Context: an optimization exercise on an open-source flow, tuned for small area, a short achievable clock period and few clock cycles per item. The choices shown serve that exercise and are no tape-out recipe.
Only simulation tests tie the RTL to the original design; equivalence was not proved.
Power figures rest on the tool's default switching activity, not on a simulated workload.

==> flow/design.v (outline; a module is shown in full before it is edited, if it fits) <==
// module array_mul_top: 1971 lines
// module mul_fa: 4 lines
// module mul_ha: 4 lines
module array_mul_top (
   input  logic        clk,
   input  logic        arst_n,
   input  logic        in_valid,
   input  logic        para_mode,
   input  logic [15:0] a,
   input  logic [15:0] b,
   output logic        out_valid,
   output logic [31:0] p
);
  // ...
==> flow/flow/run.sh <==
#!/bin/bash
# Own layout flow: the standard flow (standard.sh, unchanged steps) with three changes:
# port buffers of sky130_fd_sc_hd__buf_2, the delay cells (clkdlybuf4s*, dlygate*, dlymetal*)
# added to the platform's don't-use list so that repair uses plain buffers, and CTS without
# dummy loads. make's full output goes to orfs_make.log here; each ORFS step also keeps its
# own log under orfs/logs/.
set -euo pipefail
bash standard.sh "BUFFER_PORTS_ARGS=-buffer_cell sky130_fd_sc_hd__buf_2" \
  "DONT_USE_CELLS=sky130_fd_sc_hd__probe_p_8 sky130_fd_sc_hd__probec_p_8 sky130_fd_sc_hd__lpflow_bleeder_1 sky130_fd_sc_hd__lpflow_clkbufkapwr_1 sky130_fd_sc_hd__lpflow_clkbufkapwr_16 sky130_fd_sc_hd__lpflow_clkbufkapwr_2 sky130_fd_sc_hd__lpflow_clkbufkapwr_4 sky130_fd_sc_hd__lpflow_clkbufkapwr_8 sky130_fd_sc_hd__lpflow_clkinvkapwr_1 sky130_fd_sc_hd__lpflow_clkinvkapwr_16 sky130_fd_sc_hd__lpflow_clkinvkapwr_2 sky130_fd_sc_hd__lpflow_clkinvkapwr_4 sky130_fd_sc_hd__lpflow_clkinvkapwr_8 sky130_fd_sc_hd__lpflow_decapkapwr_12 sky130_fd_sc_hd__lpflow_decapkapwr_3 sky130_fd_sc_hd__lpflow_decapkapwr_4 sky130_fd_sc_hd__lpflow_decapkapwr_6 sky130_fd_sc_hd__lpflow_decapkapwr_8 sky130_fd_sc_hd__lpflow_inputiso0n_1 sky130_fd_sc_hd__lpflow_inputiso0p_1 sky130_fd_sc_hd__lpflow_inputiso1n_1 sky130_fd_sc_hd__lpflow_inputiso1p_1 sky130_fd_sc_hd__lpflow_inputisolatch_1 sky130_fd_sc_hd__lpflow_isobufsrc_1 sky130_fd_sc_hd__lpflow_isobufsrc_16 sky130_fd_sc_hd__lpflow_isobufsrc_2 sky130_fd_sc_hd__lpflow_isobufsrc_4 sky130_fd_sc_hd__lpflow_isobufsrc_8 sky130_fd_sc_hd__lpflow_isobufsrckapwr_16 sky130_fd_sc_hd__lpflow_lsbuf_lh_hl_isowell_tap_1 sky130_fd_sc_hd__lpflow_lsbuf_lh_hl_isowell_tap_2 sky130_fd_sc_hd__lpflow_lsbuf_lh_hl_isowell_tap_4 sky130_fd_sc_hd__lpflow_lsbuf_lh_isowell_4 sky130_fd_sc_hd__lpflow_lsbuf_lh_isowell_tap_1 sky130_fd_sc_hd__lpflow_lsbuf_lh_isowell_tap_2 sky130_fd_sc_hd__lpflow_lsbuf_lh_isowell_tap_4  sky130_fd_sc_hd__clkdlybuf4s15_1 sky130_fd_sc_hd__clkdlybuf4s15_2 sky130_fd_sc_hd__clkdlybuf4s18_1 sky130_fd_sc_hd__clkdlybuf4s18_2 sky130_fd_sc_hd__clkdlybuf4s25_1 sky130_fd_sc_hd__clkdlybuf4s25_2 sky130_fd_sc_hd__clkdlybuf4s50_1 sky130_fd_sc_hd__clkdlybuf4s50_2 sky130_fd_sc_hd__dlygate4sd1_1 sky130_fd_sc_hd__dlygate4sd2_1 sky130_fd_sc_hd__dlygate4sd3_1 sky130_fd_sc_hd__dlymetal6s2s_1 sky130_fd_sc_hd__dlymetal6s4s_1 sky130_fd_sc_hd__dlymetal6s6s_1" \
  "CTS_ARGS=-sink_clustering_enable -repair_clock_nets -dont_use_dummy_load" \
  "RECOVER_POWER=100" finish > orfs_make.log 2>&1
==> flow/standard.sh <==
#!/bin/bash
# synth_recipe.tcl (not shown) runs the flow's synth.tcl, then flattens the netlist and writes it again
# the make line also repeats each setting of config.mk as NAME=value (left out here)
make -C /OpenROAD-flow-scripts/flow DESIGN_CONFIG=/design/flow/config.mk WORK_HOME=/design/flow/orfs CLKGATE_MAP_FILE= SYNTH_SCRIPT=/design/flow/synth_recipe.tcl "${@:-finish}"
==> flow/config.mk <==
export PLATFORM = sky130hd
export DESIGN_NAME = array_mul_top
export DESIGN_NICKNAME = array_mul_top
export VERILOG_FILES = /design/flow/design.v
export SDC_FILE = /design/flow/constraint.sdc
export NUM_CORES = 4
export LEC_CHECK = 0
export CAP_MARGIN = 20
export CORE_MARGIN = 2
export CORE_UTILIZATION = 40
export SETUP_SLACK_MARGIN = 3.0
export SLEW_MARGIN = 20
export SYNTH_HIERARCHICAL = 1
export SYNTH_MINIMUM_KEEP_SIZE = 0
==> flow/constraint.sdc <==
create_clock -name core_clock -period 6.0 [get_ports {clk}]
set_input_delay 1.2000 -clock core_clock [delete_from_list [all_inputs] [get_ports {clk}]]
set_output_delay 1.2000 -clock core_clock [all_outputs]
set_load 0.01 [all_outputs]
==> flow_summary.ini, run 1 <==
[power_and_ir_drop]
maxPowerGroup = combinational cells
finalPower_mw = 5.13
p_leak_nw = 4.19

[worst_setup_path]
cp_slowest_cell = clkbuf_1
critPathLaunchType = input pin
startpoint = b[0]
cp_top_family = adder cells

[placed_design]
dpl.cell_count = 1204
dp_slack_ns = 2.14
place_area_um2 = 10800

[global_route]
track_usage = 0.176
grt_first_pass_wirelength_um = 35500
grt.busiest_layer = met2
gr-usage-met2 = 0.270

[logic_synthesis]
ys_types = 32
synthArstFlopShare = 0.0123
synth_top_family_by_area = adder cells
synth.most_common_cell = nand2_1
ys_warn_count = 7
synth_area_leader_cell = fa_1

[layout]
diodes = 0
dominant_cells = multi-input gates
areaGrowthSynthToFinish_pct = 13.0
sh_seq_area = 0.282
multi_input_area_um2 = 6760
drive_gt1_frac = 0.185
final_common_cell = nand2_1
final_cell_mix = nand2_1 (231), fa_1 (174), dfxtp_1 (158), buf_2 (40), fa_2 (38)

[job]
maxCapViolCount = 0

[clocking]
htreeDepth = 4
clk_latency_ns = 0.44
clock-sinks = 162

[min_path]
hp-start = p1_q1

[status]
status = complete, no violations

[drt]
wl_met2_um = 10200

[timing]
drv_slew = 0
slew_headroom = 0.267
hold_viol = 0
fin_skew_ns = 0.0235
finalSetupViolCount = 0

[floorplanning]
initial_core_util = 0.406
Testbench counts, summed over its fixed seeds: cycles 4,008, items 4,000.
==> run 2: changes to the inputs <==
--- a/flow/flow/run.sh
+++ b/flow/flow/run.sh
@@ -9,3 +9,3 @@
   "DONT_USE_CELLS=sky130_fd_sc_hd__probe_p_8 sky130_fd_sc_hd__probec_p_8 sky130_fd_sc_hd__lpflow_bleeder_1 sky130_fd_sc_hd__lpflow_clkbufkapwr_1 sky130_fd_sc_hd__lpflow_clkbufkapwr_16 sky130_fd_sc_hd__lpflow_clkbufkapwr_2 sky130_fd_sc_hd__lpflow_clkbufkapwr_4 sky130_fd_sc_hd__lpflow_clkbufkapwr_8 sky130_fd_sc_hd__lpflow_clkinvkapwr_1 sky130_fd_sc_hd__lpflow_clkinvkapwr_16 sky130_fd_sc_hd__lpflow_clkinvkapwr_2 sky130_fd_sc_hd__lpflow_clkinvkapwr_4 sky130_fd_sc_hd__lpflow_clkinvkapwr_8 sky130_fd_sc_hd__lpflow_decapkapwr_12 sky130_fd_sc_hd__lpflow_decapkapwr_3 sky130_fd_sc_hd__lpflow_decapkapwr_4 sky130_fd_sc_hd__lpflow_decapkapwr_6 sky130_fd_sc_hd__lpflow_decapkapwr_8 sky130_fd_sc_hd__lpflow_inputiso0n_1 sky130_fd_sc_hd__lpflow_inputiso0p_1 sky130_fd_sc_hd__lpflow_inputiso1n_1 sky130_fd_sc_hd__lpflow_inputiso1p_1 sky130_fd_sc_hd__lpflow_inputisolatch_1 sky130_fd_sc_hd__lpflow_isobufsrc_1 sky130_fd_sc_hd__lpflow_isobufsrc_16 sky130_fd_sc_hd__lpflow_isobufsrc_2 sky130_fd_sc_hd__lpflow_isobufsrc_4 sky130_fd_sc_hd__lpflow_isobufsrc_8 sky130_fd_sc_hd__lpflow_isobufsrckapwr_16 sky130_fd_sc_hd__lpflow_lsbuf_lh_hl_isowell_tap_1 sky130_fd_sc_hd__lpflow_lsbuf_lh_hl_isowell_tap_2 sky130_fd_sc_hd__lpflow_lsbuf_lh_hl_isowell_tap_4 sky130_fd_sc_hd__lpflow_lsbuf_lh_isowell_4 sky130_fd_sc_hd__lpflow_lsbuf_lh_isowell_tap_1 sky130_fd_sc_hd__lpflow_lsbuf_lh_isowell_tap_2 sky130_fd_sc_hd__lpflow_lsbuf_lh_isowell_tap_4  sky130_fd_sc_hd__clkdlybuf4s15_1 sky130_fd_sc_hd__clkdlybuf4s15_2 sky130_fd_sc_hd__clkdlybuf4s18_1 sky130_fd_sc_hd__clkdlybuf4s18_2 sky130_fd_sc_hd__clkdlybuf4s25_1 sky130_fd_sc_hd__clkdlybuf4s25_2 sky130_fd_sc_hd__clkdlybuf4s50_1 sky130_fd_sc_hd__clkdlybuf4s50_2 sky130_fd_sc_hd__dlygate4sd1_1 sky130_fd_sc_hd__dlygate4sd2_1 sky130_fd_sc_hd__dlygate4sd3_1 sky130_fd_sc_hd__dlymetal6s2s_1 sky130_fd_sc_hd__dlymetal6s4s_1 sky130_fd_sc_hd__dlymetal6s6s_1" \
-  "CTS_ARGS=-sink_clustering_enable -repair_clock_nets -dont_use_dummy_load" \
-  "RECOVER_POWER=100" finish > orfs_make.log 2>&1
+  "CTS_ARGS=-sink_clustering_enable -repair_clock_nets -dont_use_dummy_load -buf_list {sky130_fd_sc_hd__clkbuf_4 sky130_fd_sc_hd__clkbuf_8} -sink_clustering_size 20" \
+  finish > orfs_make.log 2>&1
--- a/flow/config.mk
+++ b/flow/config.mk
@@ -10,2 +10,4 @@
 export CORE_UTILIZATION = 40
+export CTS_BUF_LIST = sky130_fd_sc_hd__clkbuf_4 sky130_fd_sc_hd__clkbuf_8
+export CTS_CLUSTER_SIZE = 20
 export SETUP_SLACK_MARGIN = 3.0
==> flow_summary.ini, run 2 <==
[status]
status = complete, no violations

[min_path]
hp-start = p1_q1
holdCritPathClass = reg -> reg

[logic_synthesis]
ys_ff_latch = 162
netlist_area_um2 = 10200
ys_warn_count = 7
synthCells = 888
synth_commonest_cells = nand2_1 (255), fa_1 (212), dfxtp_1 (160)
synthArstFlopShare = 0.0123
synth_area_per_cell_um2 = 11.5
ys_types = 32
yosysSeqAreaShare = 0.319
yosys-top-cells-area = fa_1 (42%), dfxtp_1 (31%), nand2_1 (9.4%)
synth_area_leader_cell = fa_1
synth.most_common_cell = nand2_1
synthFlopType = dfxtp_1
synth_edf_count = 0
synth_top_cell_area_share = 0.416

[worst_setup_path]
cp.arrival_ns = 3.31
cpPeakStageDelay_ns = 0.54
critPathKind = in -> reg
cp_max_fo = 9
cp_top_family = adder cells
path_cells = buf_2 > nor2b_4 > buf_6 > nand2_2 > fa_1 > fa_1 > fa_1
cp.buffers_inverters = 2
r2r-start = fs85_q1
cp_slowest_cell = fa_1
crit_top_cell = fa_1
critPathLaunchType = input pin
critPathRequiredTime_ns = 6.31
startpoint = a[11]
end_kind = register

[layout]
regMostFlops = vld
areaGrowthSynthToFinish_pct = 13.0
largest_reg_flops = 2
diodes = 0
final_nets = 1222
final_cell_mix = nand2_1 (229), dfxtp_1 (156), fa_1 (141), buf_2 (80), fa_2 (71)
drive_gt1_frac = 0.272
final_common_cell = nand2_1

[clocking]
htreeDepth = 4
cts_tree = yes
clockBufferDepth = 2
cts_hold_buffers = 0
cts-root-buf = clkbuf_8
clock-sinks = 162
cts_buffers = 17
clkTransAtPathRegs_ns = 0.07
clk_latency_ns = 0.47

[timing]
tns_ns = 0
finalWorstSetupSlack_ns = 3.00
min_period_over_period = 0.500
rsz0062_at_grt = yes
min_period_ns = 3.00
hold_viol = 0
fmax_ghz = 0.334
fin_skew_ns = 0.0418
drv_slew = 0
finalSetupViolCount = 0

[power_and_ir_drop]
pwr-share-seq = 0.316
p_per_area_nw_per_um2 = 445
switching_share = 0.388
comb_power_share = 0.567
p_sw_mw = 1.99
pwr-share-clk = 0.117
p_int_mw = 3.14
p_leak_nw = 4.20
peakVddDrop_mv = 0.260

[drt]
routed.top_layer = met4
wl_per_cell_um = 17.1
wl_met2_um = 10100
drtAntennaViolNets = 0
drc = 0
m1WireLength_um = 9610
drt_wl_total_um = 21700
drt_iter0_drc = 326
num_vias = 6179
wl_met3_um = 1610
viasPerCell = 4.87
dr.pass1.iters = 5

[global_route]
antenna_found_initial = 0
grt_max_degree = 20
overflow = 0
track_usage = 0.176
grt_pass1_vias = 6718
grt_first_pass_wirelength_um = 35500

[floorplanning]
die_area_um2 = 26800
core_area_um2 = 25100
std_cell_rows = 58
initial_core_util = 0.406
die_x_um = 164
die_y_um = 164
ios = 69

[placed_design]
gp_congestion = 0.853
dp_hpwl_um = 16000
dp_slack_ns = 2.14
port_buffers = 68

[job]
maxCapViolCount = 0
-- run 2: cell counts after synthesis --
No cell type changed its count.
-- run 2: cells by family (layout without fill, tap and decap cells) --
| family | after synthesis | count (layout) | synth area share |
|---|---|---|---|
| XOR/XNOR | 23 | 23 | 0.0197 |
| AO/OA/AOI/OAI | 50 | 50 | 0.0346 |
| adder cells (fa/ha/maj) | 244 | 244 | 0.455 |
| flip-flops | 162 | 162 | 0.319 |
| other | 1 | 15 | 0.000368 |
| buffers and inverters | 107 | 145 | 0.0511 |
| AND/OR/NAND/NOR | 301 | 301 | 0.120 |
-- run 2: power by group through the flow --
stage | combinational, mW | clock, mW | sequential (mW)
5_1_grt | 3.35 | 0.673 | 1.66
3_5_place_dp | 2.69 | 0 | 1.64
4_1_cts | 2.86 | 0.634 | 1.62
2_1_floorplan | 2.23 | 0 | 1.61
6_report | 2.91 | 0.603 | 1.62
3_3_place_gp | 2.64 | 0 | 1.64
-- run 2: what timing repair did --
item                       4_1_cts  5_1_grt
gates resized for setup         50       25
setup endpoints to repair       63       21
setup buffers                   15       34
pin swaps                       13       14
-- run 2: metal layers --
layer / vias to the layer above / track usage
li1: 2758 / -
met1: 3147 / 0.249
met2: 241 / 0.268
met3: 33 / 0.0407
met4: 0 / 0.0582
met5: - / 0
-- run 2: metrics by stage --
| stage | power (mW) | hold slack (ns) | instance area, µm² | cells | utilization |
|---|---|---|---|---|---|
| floorplan | 3.84 | 0.310 | 11000 | 902 | - |
| global placement | 4.27 | 0.311 | 10800 | 1204 | 0.428 |
| detailed placement | 4.33 | 0.312 | 10800 | 1204 | 0.428 |
| CTS | 5.12 | 0.329 | 11300 | 1236 | 0.449 |
| global route | 5.69 | 0.335 | 11500 | 1270 | 0.459 |
| finish | 5.14 | 0.328 | 11500 | 1270 | 0.459 |
-- run 2: final cells by class --
type	count	area, µm²
fill	2363	13600
multi-input combinational	633	6950
sequential	162	3260
timing repair buffer	117	637
tap	330	413
clock buffer	17	234
inverter	11	41.3
-- run 2: per-module statistics from Yosys (local to each module, per instance) --
module         cells  flops+latches
mul_fa             1              0
array_mul_top    678            162
-- run 2: final timing paths --
| kind | end | cells after the start | slack, ns |
|---|---|---|---|
| max in group asynchronous | vld[1] | 1 | 5.38 |
| setup reg to reg | cg25_q2 | 8 | 3.02 |
| hold / removal | p1_q2 | 0 | 0.33 |
| hold reg to reg | p1_q2 | 0 | 0.33 |
| setup / recovery | fs75_q1 | 7 | 3.00 |
| min in group asynchronous | vld[0] | 1 | 0.53 |
==> run 3: changes to the inputs <==
--- a/flow/flow/run.sh
+++ b/flow/flow/run.sh
@@ -7,3 +7,3 @@
 set -euo pipefail
-bash standard.sh "BUFFER_PORTS_ARGS=-buffer_cell sky130_fd_sc_hd__buf_2" \
+bash standard.sh "BUFFER_PORTS_ARGS=-buffer_cell sky130_fd_sc_hd__buf_1" \
   "DONT_USE_CELLS=sky130_fd_sc_hd__probe_p_8 sky130_fd_sc_hd__probec_p_8 sky130_fd_sc_hd__lpflow_bleeder_1 sky130_fd_sc_hd__lpflow_clkbufkapwr_1 sky130_fd_sc_hd__lpflow_clkbufkapwr_16 sky130_fd_sc_hd__lpflow_clkbufkapwr_2 sky130_fd_sc_hd__lpflow_clkbufkapwr_4 sky130_fd_sc_hd__lpflow_clkbufkapwr_8 sky130_fd_sc_hd__lpflow_clkinvkapwr_1 sky130_fd_sc_hd__lpflow_clkinvkapwr_16 sky130_fd_sc_hd__lpflow_clkinvkapwr_2 sky130_fd_sc_hd__lpflow_clkinvkapwr_4 sky130_fd_sc_hd__lpflow_clkinvkapwr_8 sky130_fd_sc_hd__lpflow_decapkapwr_12 sky130_fd_sc_hd__lpflow_decapkapwr_3 sky130_fd_sc_hd__lpflow_decapkapwr_4 sky130_fd_sc_hd__lpflow_decapkapwr_6 sky130_fd_sc_hd__lpflow_decapkapwr_8 sky130_fd_sc_hd__lpflow_inputiso0n_1 sky130_fd_sc_hd__lpflow_inputiso0p_1 sky130_fd_sc_hd__lpflow_inputiso1n_1 sky130_fd_sc_hd__lpflow_inputiso1p_1 sky130_fd_sc_hd__lpflow_inputisolatch_1 sky130_fd_sc_hd__lpflow_isobufsrc_1 sky130_fd_sc_hd__lpflow_isobufsrc_16 sky130_fd_sc_hd__lpflow_isobufsrc_2 sky130_fd_sc_hd__lpflow_isobufsrc_4 sky130_fd_sc_hd__lpflow_isobufsrc_8 sky130_fd_sc_hd__lpflow_isobufsrckapwr_16 sky130_fd_sc_hd__lpflow_lsbuf_lh_hl_isowell_tap_1 sky130_fd_sc_hd__lpflow_lsbuf_lh_hl_isowell_tap_2 sky130_fd_sc_hd__lpflow_lsbuf_lh_hl_isowell_tap_4 sky130_fd_sc_hd__lpflow_lsbuf_lh_isowell_4 sky130_fd_sc_hd__lpflow_lsbuf_lh_isowell_tap_1 sky130_fd_sc_hd__lpflow_lsbuf_lh_isowell_tap_2 sky130_fd_sc_hd__lpflow_lsbuf_lh_isowell_tap_4  sky130_fd_sc_hd__clkdlybuf4s15_1 sky130_fd_sc_hd__clkdlybuf4s15_2 sky130_fd_sc_hd__clkdlybuf4s18_1 sky130_fd_sc_hd__clkdlybuf4s18_2 sky130_fd_sc_hd__clkdlybuf4s25_1 sky130_fd_sc_hd__clkdlybuf4s25_2 sky130_fd_sc_hd__clkdlybuf4s50_1 sky130_fd_sc_hd__clkdlybuf4s50_2 sky130_fd_sc_hd__dlygate4sd1_1 sky130_fd_sc_hd__dlygate4sd2_1 sky130_fd_sc_hd__dlygate4sd3_1 sky130_fd_sc_hd__dlymetal6s2s_1 sky130_fd_sc_hd__dlymetal6s4s_1 sky130_fd_sc_hd__dlymetal6s6s_1" \
==> flow_summary.ini, run 3 <==
[status]
status = complete, no violations

[drt]
viasPerCell = 4.87
drc = 0
drt_iter0_drc = 389
wl_per_cell_um = 17.3
drt_wl_total_um = 21900
drtAntennaViolNets = 0
num_vias = 6149
dr.pass1.iters = 5

[logic_synthesis]
synth.most_common_cell = nand2_1
netlist_area_um2 = 10200
synth_area_per_cell_um2 = 11.5
synthCells = 888
ys_warn_count = 7
synth_area_leader_cell = fa_1
synth_edf_count = 0
synthFlopType = dfxtp_1
yosys-top-cells-area = fa_1 (42%), dfxtp_1 (31%), nand2_1 (9.4%)
ys_types = 32
synth_top_cell_area_share = 0.416
ys_ff_latch = 162
synthArstFlopShare = 0.0123
synth_commonest_cells = nand2_1 (255), fa_1 (212), dfxtp_1 (160)
yosysSeqAreaShare = 0.319

[global_route]
grt_max_degree = 21
overflow = 0
antenna_found_initial = 0
grt_pass1_vias = 6707
track_usage = 0.177
grt_first_pass_wirelength_um = 35700

[layout]
areaGrowthSynthToFinish_pct = 11.9
largest_reg_flops = 2
diodes = 0
regMostFlops = vld
final_common_cell = nand2_1
final_nets = 1215
seq_area_um2 = 3260
drive_gt1_frac = 0.227
nFillCells = 2360
multi_input_area_um2 = 6930
final_cell_mix = nand2_1 (230), dfxtp_1 (157), fa_1 (142), fa_2 (70), buf_1 (51)
finalNonFillerCells = 1263

[timing]
fmax_ghz = 0.333
drv_slew = 0
fin_skew_ns = 0.0426
rsz0062_at_grt = yes
min_period_ns = 3.00
tns_ns = 0
min_period_over_period = 0.500
finalSetupViolCount = 0
hold_viol = 0

[placed_design]
dp_hpwl_um = 16300
port_buffers = 68
dpl.cell_count = 1207
gp_congestion = 0.885

[floorplanning]
core_area_um2 = 25100
die_area_um2 = 26800
die_x_um = 164
initial_core_util = 0.406
die_y_um = 164
ios = 69
std_cell_rows = 58

[worst_setup_path]
cp_max_fo = 9
critPathRequiredTime_ns = 6.30
cp.arrival_ns = 3.30
critPathKind = in -> reg
critPathLaunchType = input pin
end_kind = register
reg2reg_setup_slack_ns = 3.01

[power_and_ir_drop]
peakVddDrop_mv = 0.261
p_leak_nw = 4.07
p_per_area_nw_per_um2 = 443

[clocking]
cts_tree = yes
cts_buffers = 17
clk_latency_ns = 0.47
clockBufferDepth = 2
cts-root-buf = clkbuf_8
clkTransAtPathRegs_ns = 0.06
clock-sinks = 162
htreeDepth = 4
cts_hold_buffers = 0

[min_path]
holdCritPathClass = reg -> reg

[job]
maxCapViolCount = 0
[run 3: per-stage QoR]
stage	hold slack (ns)	util	area [µm²]	power (mW)	setup WS, ns
2_1_floorplan	0.310	-	11000	3.84	2.77
3_3_place_gp	0.313	0.425	10700	4.24	1.91
3_5_place_dp	0.312	0.425	10700	4.30	1.91
4_1_cts	0.330	0.448	11300	5.09	2.96
5_1_grt	0.334	0.455	11400	5.60	2.92
6_report	0.328	0.455	11400	5.06	3.00
[run 3: worst max-delay path: stages]
cell and delay [ns]:
clkbuf_4 0.18, nor2b_4 0.31, nand2_2 0.10, fa_1 0.57, fa_1 0.44, fa_1 0.48
[run 3: path summary, 6_finish.rpt]
path	from	end	depth (start not counted)
worst max-delay path	a[5]	fs125_q1	6
max in group asynchronous	arst_n	vld[0]	1
worst min register to register	p0_q1	p0_q2	0
worst max register to register	fs87_q1	cg25_q2	8
worst min-delay path	p0_q1	p0_q2	0
min in group asynchronous	arst_n	vld[1]	1
[run 3: layout make-up]
class / count / share of cell area
inverters: 11 / 0.00362
clock buffers: 17 / 0.0205
flip-flops and latches: 162 / 0.285
repair buffers: 110 / 0.0472
well taps: 330 / 0.0362
multi-input cells: 633 / 0.607
[run 3: cell families (layout without fill, tap and decap cells)]
family,after synthesis,count (layout),synth area share
compound gates,50,50,0.0346
xor+xnor,23,23,0.0197
fa+ha+maj,244,244,0.455
buf+inv,107,138,0.0511
flops,162,162,0.319
other cells,1,15,0.000368
simple gates,301,301,0.120
[run 3: repair_timing]
item                                    4_1_cts  5_1_grt
pin swaps                                    11       22
endpoints found under the setup margin       96       29
cloned                                        0        0
endpoints found under the hold margin         0        0
setup buffers                                16       23
gates resized for setup                      91       20
[run 3: per-module statistics from Yosys, one instance, submodules excluded]
module	flip-flops and latches	cells	area, µm²
array_mul_top	162	678	6000
mul_fa	0	1	20.0
[run 3: layer usage]
metal	global-route usage	up-vias	routed length, µm
li1	-	2749	-
met2	0.276	229	10300
met3	0.0447	31	1800
met5	0	-	0
met1	0.248	3140	9370
met4	0.0478	0	431
[run 3: report_power, final]
part	switching [mW]	leakage [nW]	internal (mW)	total [mW]
logic	1.49	2.58	1.35	2.84
clock network	0.346	0.122	0.250	0.597
registers	0.152	1.36	1.48	1.63
==> run 4: changes to the inputs <==
--- a/flow/flow/run.sh
+++ b/flow/flow/run.sh
@@ -9,3 +9,3 @@
   "DONT_USE_CELLS=sky130_fd_sc_hd__probe_p_8 sky130_fd_sc_hd__probec_p_8 sky130_fd_sc_hd__lpflow_bleeder_1 sky130_fd_sc_hd__lpflow_clkbufkapwr_1 sky130_fd_sc_hd__lpflow_clkbufkapwr_16 sky130_fd_sc_hd__lpflow_clkbufkapwr_2 sky130_fd_sc_hd__lpflow_clkbufkapwr_4 sky130_fd_sc_hd__lpflow_clkbufkapwr_8 sky130_fd_sc_hd__lpflow_clkinvkapwr_1 sky130_fd_sc_hd__lpflow_clkinvkapwr_16 sky130_fd_sc_hd__lpflow_clkinvkapwr_2 sky130_fd_sc_hd__lpflow_clkinvkapwr_4 sky130_fd_sc_hd__lpflow_clkinvkapwr_8 sky130_fd_sc_hd__lpflow_decapkapwr_12 sky130_fd_sc_hd__lpflow_decapkapwr_3 sky130_fd_sc_hd__lpflow_decapkapwr_4 sky130_fd_sc_hd__lpflow_decapkapwr_6 sky130_fd_sc_hd__lpflow_decapkapwr_8 sky130_fd_sc_hd__lpflow_inputiso0n_1 sky130_fd_sc_hd__lpflow_inputiso0p_1 sky130_fd_sc_hd__lpflow_inputiso1n_1 sky130_fd_sc_hd__lpflow_inputiso1p_1 sky130_fd_sc_hd__lpflow_inputisolatch_1 sky130_fd_sc_hd__lpflow_isobufsrc_1 sky130_fd_sc_hd__lpflow_isobufsrc_16 sky130_fd_sc_hd__lpflow_isobufsrc_2 sky130_fd_sc_hd__lpflow_isobufsrc_4 sky130_fd_sc_hd__lpflow_isobufsrc_8 sky130_fd_sc_hd__lpflow_isobufsrckapwr_16 sky130_fd_sc_hd__lpflow_lsbuf_lh_hl_isowell_tap_1 sky130_fd_sc_hd__lpflow_lsbuf_lh_hl_isowell_tap_2 sky130_fd_sc_hd__lpflow_lsbuf_lh_hl_isowell_tap_4 sky130_fd_sc_hd__lpflow_lsbuf_lh_isowell_4 sky130_fd_sc_hd__lpflow_lsbuf_lh_isowell_tap_1 sky130_fd_sc_hd__lpflow_lsbuf_lh_isowell_tap_2 sky130_fd_sc_hd__lpflow_lsbuf_lh_isowell_tap_4  sky130_fd_sc_hd__clkdlybuf4s15_1 sky130_fd_sc_hd__clkdlybuf4s15_2 sky130_fd_sc_hd__clkdlybuf4s18_1 sky130_fd_sc_hd__clkdlybuf4s18_2 sky130_fd_sc_hd__clkdlybuf4s25_1 sky130_fd_sc_hd__clkdlybuf4s25_2 sky130_fd_sc_hd__clkdlybuf4s50_1 sky130_fd_sc_hd__clkdlybuf4s50_2 sky130_fd_sc_hd__dlygate4sd1_1 sky130_fd_sc_hd__dlygate4sd2_1 sky130_fd_sc_hd__dlygate4sd3_1 sky130_fd_sc_hd__dlymetal6s2s_1 sky130_fd_sc_hd__dlymetal6s4s_1 sky130_fd_sc_hd__dlymetal6s6s_1" \
-  "CTS_ARGS=-sink_clustering_enable -repair_clock_nets -dont_use_dummy_load -buf_list {sky130_fd_sc_hd__clkbuf_4 sky130_fd_sc_hd__clkbuf_8} -sink_clustering_size 20" \
+  "CTS_ARGS=-sink_clustering_enable -repair_clock_nets -dont_use_dummy_load -buf_list {sky130_fd_sc_hd__clkbuf_4 sky130_fd_sc_hd__clkbuf_8} -sink_clustering_size 30" \
   finish > orfs_make.log 2>&1
--- a/flow/config.mk
+++ b/flow/config.mk
@@ -11,3 +11,3 @@
 export CTS_BUF_LIST = sky130_fd_sc_hd__clkbuf_4 sky130_fd_sc_hd__clkbuf_8
-export CTS_CLUSTER_SIZE = 20
+export CTS_CLUSTER_SIZE = 30
 export SETUP_SLACK_MARGIN = 3.0
==> flow_summary.ini, run 4 <==
[drt]
viasPerCell = 4.87
drtAntennaViolNets = 0
dr.pass1.iters = 5
drt_wl_total_um = 21900
num_vias = 6149
drc = 0
drt_iter0_drc = 389
wl_per_cell_um = 17.3

[power_and_ir_drop]
finalPower_mw = 5.06
switching_share = 0.392
pwr-share-clk = 0.118
pwr-share-seq = 0.322
p_sw_mw = 1.99
p_leak_nw = 4.07
comb_power_share = 0.560
p_int_mw = 3.08
p_per_area_nw_per_um2 = 443
peakVddDrop_mv = 0.261

[layout]
finalNonFillerCells = 1263
regMostFlops = vld
diodes = 0
drive_gt1_frac = 0.227
final_nets = 1215
final_common_cell = nand2_1
fin_area_um2 = 11400
largest_reg_flops = 2
final_cell_mix = nand2_1 (230), dfxtp_1 (157), fa_1 (142), fa_2 (70), buf_1 (51)
areaGrowthSynthToFinish_pct = 11.9

[timing]
hold_viol = 0
fin_skew_ns = 0.0426
finalSetupViolCount = 0
tns_ns = 0
finalWorstSetupSlack_ns = 3.00
fmax_ghz = 0.333
rsz0062_at_grt = yes
min_period_over_period = 0.500
drv_slew = 0
min_period_ns = 3.00

[global_route]
grt_max_degree = 21
overflow = 0
grt_first_pass_wirelength_um = 35700
antenna_found_initial = 0
grt_pass1_vias = 6707
track_usage = 0.177

[placed_design]
dpl.cell_count = 1207
dp_hpwl_um = 16300
place_area_um2 = 10700
gp_congestion = 0.885
port_buffers = 68
dp_slack_ns = 1.91

[worst_setup_path]
cp_max_fo = 9
critPathRequiredTime_ns = 6.30
end_kind = register
critPathLaunchType = input pin
cp.arrival_ns = 3.30
critPathKind = in -> reg

[logic_synthesis]
synth_top_cell_area_share = 0.416
synth_commonest_cells = nand2_1 (255), fa_1 (212), dfxtp_1 (160)
synthCells = 888
yosys-top-cells-area = fa_1 (42%), dfxtp_1 (31%), nand2_1 (9.4%)
synth.most_common_cell = nand2_1
netlist_area_um2 = 10200
synthFlopType = dfxtp_1
synth_area_leader_cell = fa_1
yosysSeqAreaShare = 0.319
synth_edf_count = 0
synthArstFlopShare = 0.0123
synth_area_per_cell_um2 = 11.5
ys_types = 32
ys_warn_count = 7
ys_ff_latch = 162

[floorplanning]
std_cell_rows = 58
die_area_um2 = 26800
initial_core_util = 0.406
core_area_um2 = 25100
ios = 69
die_y_um = 164
die_x_um = 164

[clocking]
cts_buffers = 17
clk_latency_ns = 0.47
clkTransAtPathRegs_ns = 0.06
cts_hold_buffers = 0
cts-root-buf = clkbuf_8
cts_tree = yes
htreeDepth = 4
clock-sinks = 162
clockBufferDepth = 2

[min_path]
holdCritPathClass = reg -> reg

[status]
status = complete, no violations

[job]
maxCapViolCount = 0
-- run 4: cell families (layout without fill, tap and decap cells) --
logic type,after synthesis,count (layout),synth area share
and+or+nand+nor,301,301,0.120
adders and majority gates,244,244,0.455
DFF,162,162,0.319
buffers and inverters,107,138,0.0511
AOI/OAI and AO/OA,50,50,0.0346
xor gates and xnor gates,23,23,0.0197
other,1,15,0.000368
-- run 4: layer usage --
metal / part of all wire / wire [µm] / track usage
met1: 0.43 / 9370 / 0.248
met5: 0 / 0 / 0
met3: 0.082 / 1800 / 0.0447
met2: 0.47 / 10300 / 0.276
met4: 0.020 / 431 / 0.0478
-- run 4: what timing repair did --
item | CTS | global route
pin swaps | 11 | 22
buffers inserted | 16 | 23
endpoints found under the setup margin | 96 | 29
resized for setup | 91 | 20
-- run 4: worst max-delay path, cell delays in order --
cell and delay (ns):
clkbuf_4 0.18, nor2b_4 0.31, nand2_2 0.10, fa_1 0.57, fa_1 0.44, fa_1 0.48
-- run 4: area by class of cell --
| type | instances | area (µm²) |
|---|---|---|
| Clock buffer | 17 | 234 |
| Fill cell | 2360 | 13700 |
| Inverter | 11 | 41.3 |
| Multi-Input combinational cell | 633 | 6930 |
| Sequential cell | 162 | 3260 |
| Tap cell | 330 | 413 |
| Timing Repair Buffer | 110 | 539 |
-- run 4: Yosys stat by module (local to each module, per instance) --
| module | cell area [µm²] | copies in the design | flip-flops and latches |
|---|---|---|---|
| array_mul_top | 6000 | 1 | 162 |
| mul_fa | 20.0 | 210 | 0 |
-- run 4: final timing paths --
check	start	end	depth (start not counted)	slack (ns)
worst max-delay path	a[5]	fs125_q1	6	3.00
worst min-delay path	p0_q1	p0_q2	0	0.33
worst max register to register	fs87_q1	cg25_q2	8	3.01
worst min register to register	p0_q1	p0_q2	0	0.33
max in group asynchronous	arst_n	vld[0]	1	5.35
min in group asynchronous	arst_n	vld[1]	1	0.53
-- run 4: power groups by stage --
stage	Combinational (mW)	Sequential (mW)	Clock, mW
detailed placement	2.65	1.65	0
floorplan	2.23	1.61	0
finish	2.84	1.63	0.597
CTS	2.83	1.63	0.627
global placement	2.60	1.64	0
global route	3.27	1.67	0.667
-- run 4: metrics by stage --
step / util / hold WS (ns)
global placement: 0.425 / 0.313
detailed placement: 0.425 / 0.312
floorplan: - / 0.310
finish: 0.455 / 0.328
CTS: 0.448 / 0.330
global route: 0.455 / 0.334

-- re-timing with driven ports --
Ports are ideal in the flow. The routed layouts listed here were re-timed in OpenROAD. Step 1, drivers: a clkbuf_16 drives clk and a buf_2 each remaining input, both assumed. Step 2 also shifts input and output timing later by t, the mid clock arrival at the registers, as if the neighbouring blocks saw the same clock. a / b / c = no drivers / after step 1 / after step 2; a / b = the first two.
run	shift t [ns]	setup WS [ns]	worst setup path at the end	slew at the worst register clock pin (ns)
run 1	0.467	2.542 / 2.561 / 2.094	input to register	0.08 / 0.08
run 2	0.491	3.003 / 3.002 / 2.534	input to register	0.12 / 0.12
run 3	0.488	3.000 / 3.006 / 2.519	input to register	0.12 / 0.12
run 4	0.488	3.000 / 3.006 / 2.519	input to register	0.12 / 0.12
After both steps setup and hold are still met in every run listed.
